Background: an optimization exercise with open tools, aiming at small area. Do not read the settings as production practice. In this exercise RTL edits were held to simulation tests only and were not proved equivalent to the original.

## old
## fixed_point_alu
module fixed_point_alu (
   input  logic        clock,
   input  logic        reset,
   input  logic        req_tvalid,
   output logic        req_tready,
   input  logic [71:0] req_tdata,
   output logic        rsp_tvalid,
   input  logic        rsp_tready,
   output logic [39:0] rsp_tdata
);
   logic adv;
   logic rsp_valid;
   assign adv        = ~rsp_valid | rsp_tready;
   assign req_tready = adv;
   assign rsp_tvalid = rsp_valid;
   logic        v0;
   logic [3:0]  cmd0;
   logic [31:0] a0, b0;
   always_ff @(posedge clock) begin
      if (reset)    v0 <= 1'b0;
      else if (adv) v0 <= req_tvalid;
      if (adv) begin
         cmd0 <= req_tdata[3:0];
         a0   <= req_tdata[35:4];
         b0   <= req_tdata[67:36];
      end
   end
   logic        is_inc, is_dec, is_sub, use_sub;
   logic [31:0] op2;
   logic [32:0] sum;
   logic        lt, eq, add_ovf;
   fixed_point_alu_add33 u_addsub (.a({a0[31], a0}), .b({op2[31], op2} ^ {33{use_sub}}), .ci(use_sub), .s(sum));
   always_comb begin
      is_inc  = cmd0 == 4'd12;
      is_dec  = cmd0 == 4'd13;
      is_sub  = cmd0 == 4'd1;
      use_sub = ~(cmd0 == 4'd0 || is_inc);
      op2     = (is_inc || is_dec) ? 32'd1 : b0;
  ...
clock: 12.0 ns
lec_check: 0
cap_margin: 20
core_margin: 2
core_utilization: 40
cts_buf_list: sky130_fd_sc_hd__clkbuf_8 sky130_fd_sc_hd__clkbuf_16
cts_cluster_diameter: 80
cts_cluster_size: 30
place_density: 0.6
slew_margin: 20
run.sh (not shown) runs the stock make flow with config.mk's settings and CLKGATE_MAP_FILE= SYNTH_SCRIPT=/design/flow/synth_recipe.tcl, a recipe that flattens the netlist after the stock synthesis.
diff inputs: old => new
--- a/flow/design.v
+++ b/flow/design.v
@@ -377,88 +377,68 @@
          sr7 <= sr6;
          d7  <= d6;
          sg7 <= {sg6, dsg14, dsg15};
          on7 <= {on6, don14, don15};
          tw7 <= {tw6, dtw14, dtw15};
          s7  <= ss15;
          c7  <= cc15;
       end
    end
-   logic signed [6:0] m2_8, m1_8, m0_8, mm_8;
-   fixed_point_alu_srt_th u_th8 (.d(d7[30:28]), .m2(m2_8), .m1(m1_8), .m0(m0_8), .mm(mm_8));
+   logic signed [6:0] m2_o, m1_o, m0_o, mm_o;
+   fixed_point_alu_srt_th u_tho (.d(d7[30:28]), .m2(m2_o), .m1(m1_o), .m0(m0_o), .mm(mm_o));
    logic dsg16, don16, dtw16;
-   fixed_point_alu_srt4_sel u_sel16 (.s(s7[32:26]), .c(c7[32:26]), .m2(m2_8), .m1(m1_8), .m0(m0_8), .mm(mm_8),
+   fixed_point_alu_srt4_sel u_sel16 (.s(s7[32:26]), .c(c7[32:26]), .m2(m2_o), .m1(m1_o), .m0(m0_o), .mm(mm_o),
       .sg(dsg16), .on(don16), .tw(dtw16));
-   logic [32:0] ss16, cc16;
+   logic [32:0] ss16, cc16, pfin;
    fixed_point_alu_srt4_fa u_fa16 (.s(s7), .c(c7), .x(2'b00), .d(d7),
       .sg(dsg16), .on(don16), .tw(dtw16), .so(ss16), .co(cc16));
-   logic        v8, dv8, fl8;
-   logic [1:0]  sr8;
-   logic [31:0] d8;
-   logic        ng8;
-   logic [32:0] pfin;
-   fixed_point_alu_add33 u_pfin (.a(ss16), .b(cc16), .ci(1'b0), .s(pfin));
-   logic [16:0] sg8, on8, tw8;
-   always_ff @(posedge clock) begin
-      if (reset)    v8 <= 1'b0;
-      else if (adv) v8 <= v7;
-      if (adv) begin
-         dv8 <= dv7;
-         fl8 <= fl7;
-         sr8 <= sr7;
-         d8  <= d7;
-         sg8 <= {sg7, dsg16};
-         on8 <= {on7, don16};
-         tw8 <= {tw7, dtw16};
-         ng8 <= pfin[32];
-      end
-   end
+   assign pfin = ss16 + cc16;
    logic        ngo;
    logic [16:0] sgo, ono, two;
-   assign ngo = ng8;
-   assign sgo = sg8;
-   assign ono = on8;
-   assign two = tw8;
+   assign ngo = pfin[32];
+   assign sgo = {sg7, dsg16};
+   assign ono = {on7, don16};
+   assign two = {tw7, dtw16};
    logic [33:0] qpv, qnv, dx, dy;
    logic [36:0] dsum0, dsum1, dsum;
    logic [34:0] dr;
    logic        dovf;
    logic [31:0] res_o;
    logic [1:0]  st_o;
    logic        cmp_o;
    genvar gi;
    generate
       for (gi = 0; gi < 17; gi = gi + 1) begin : g_q
          assign qpv[2*gi+1:2*gi] = sgo[gi] ? {two[gi], ono[gi]} : 2'b00;
          assign qnv[2*gi+1:2*gi] = sgo[gi] ? 2'b00 : {two[gi], ono[gi]};
       end
    endgenerate
    always_comb begin
-      dx    = fl8 ? qnv : qpv;
-      dy    = fl8 ? qpv : qnv;
+      dx    = fl7 ? qnv : qpv;
+      dy    = fl7 ? qpv : qnv;
       dsum0 = {3'b000, dx} + ~{3'b000, dy} + 37'd2;
       dsum1 = {3'b000, dx} + ~{3'b000, dy} + 37'd3;
-      dsum  = (ngo ^ fl8) ? dsum0 : dsum1;
+      dsum  = (ngo ^ fl7) ? dsum0 : dsum1;
       dr    = dsum[36:2];
-      if (fl8) dovf = ~((dr[34:31] == 4'b1111) | (dr[34:31] == 4'b0000));
+      if (fl7) dovf = ~((dr[34:31] == 4'b1111) | (dr[34:31] == 4'b0000));
       else       dovf = dr[34:31] != 4'b0000;
-      dovf  = dovf | sr8[0];
-      if (dv8) begin
+      dovf  = dovf | sr7[0];
+      if (dv7) begin
          cmp_o = 1'b0;
          st_o  = {1'b0, dovf};
-         res_o = dovf ? (fl8 ? 32'h80000000 : 32'h7fffffff) : dr[31:0];
+         res_o = dovf ? (fl7 ? 32'h80000000 : 32'h7fffffff) : dr[31:0];
       end else begin
-         cmp_o = fl8 & (sr8 == 2'd3);
-         st_o  = (sr8 == 2'd3) ? 2'd0 : sr8;
-         res_o = (sr8 == 2'd1) ? {fl8, {31{~fl8}}} : d8;
+         cmp_o = fl7 & (sr7 == 2'd3);
+         st_o  = (sr7 == 2'd3) ? 2'd0 : sr7;
+         res_o = (sr7 == 2'd1) ? {fl7, {31{~fl7}}} : d7;
       end
    end
-   assign rsp_valid = v8;
+   assign rsp_valid = v7;
    assign rsp_tdata = {5'd0, st_o, cmp_o, res_o};
 endmodule
 module fixed_point_alu_srt_th (
    input  logic [2:0]        d,
    output logic signed [6:0] m2,
    output logic signed [6:0] m1,
    output logic signed [6:0] m0,
    output logic signed [6:0] mm
 );
==> comparison <==
- The initial antenna violation count of new falls short of that of old by 9.
- Summary of the comparison: number of buffer and inverter instances along the worst setup path is higher in new, relative to old.
- old gets by with more registers than new.
- Summary of new over old: footprint of the flip-flops and latches now smaller; number of non-clock inverters now smaller.
- new vs old — detailed route wirelength on metal2 climbed by a little under 10%
- From old to new the numbers moved as follows: post-synthesis simple-gate area fraction climbed 0.66 points; die extent in y decreased 1.3%.
- Parity-gate share of the synthesized area counting xor and xnor cells for new is higher than for old.
- The number of fillers in the final layout of new is lower than that of old.

## re-timing with driven ports
In the flow no input, the clock included, has a driving cell. The finished layouts below were timed again as built, in two steps.
Step 1 (the two cells are an assumption about what drives the block):
set clk [get_ports {clock}]
set_driving_cell -lib_cell sky130_fd_sc_hd__clkbuf_16 $clk
set_driving_cell -lib_cell sky130_fd_sc_hd__buf_2 [delete_from_list [all_inputs] $clk]
Step 2, shift: input delay + t, output delay - t, t = (earliest + latest rising clock arrival at the registers) / 2. This alone moves slack from input paths to output paths.
Slacks: ideal ports / drivers / drivers and shift; pairs: ideal ports / drivers.
run | shift t [ns] | setup WS [ns] | clock arrival spread, ns | worst register clock-pin slew, ns
old | 0.788 | 0.587 / 0.587 / 0.587 | 0.110 / 0.111 | 0.11 / 0.11
new | 0.828 | 0.569 / 0.473 / 0.672 | 0.046 / 0.045 | 0.11 / 0.11
After both steps every run listed still meets setup and hold.
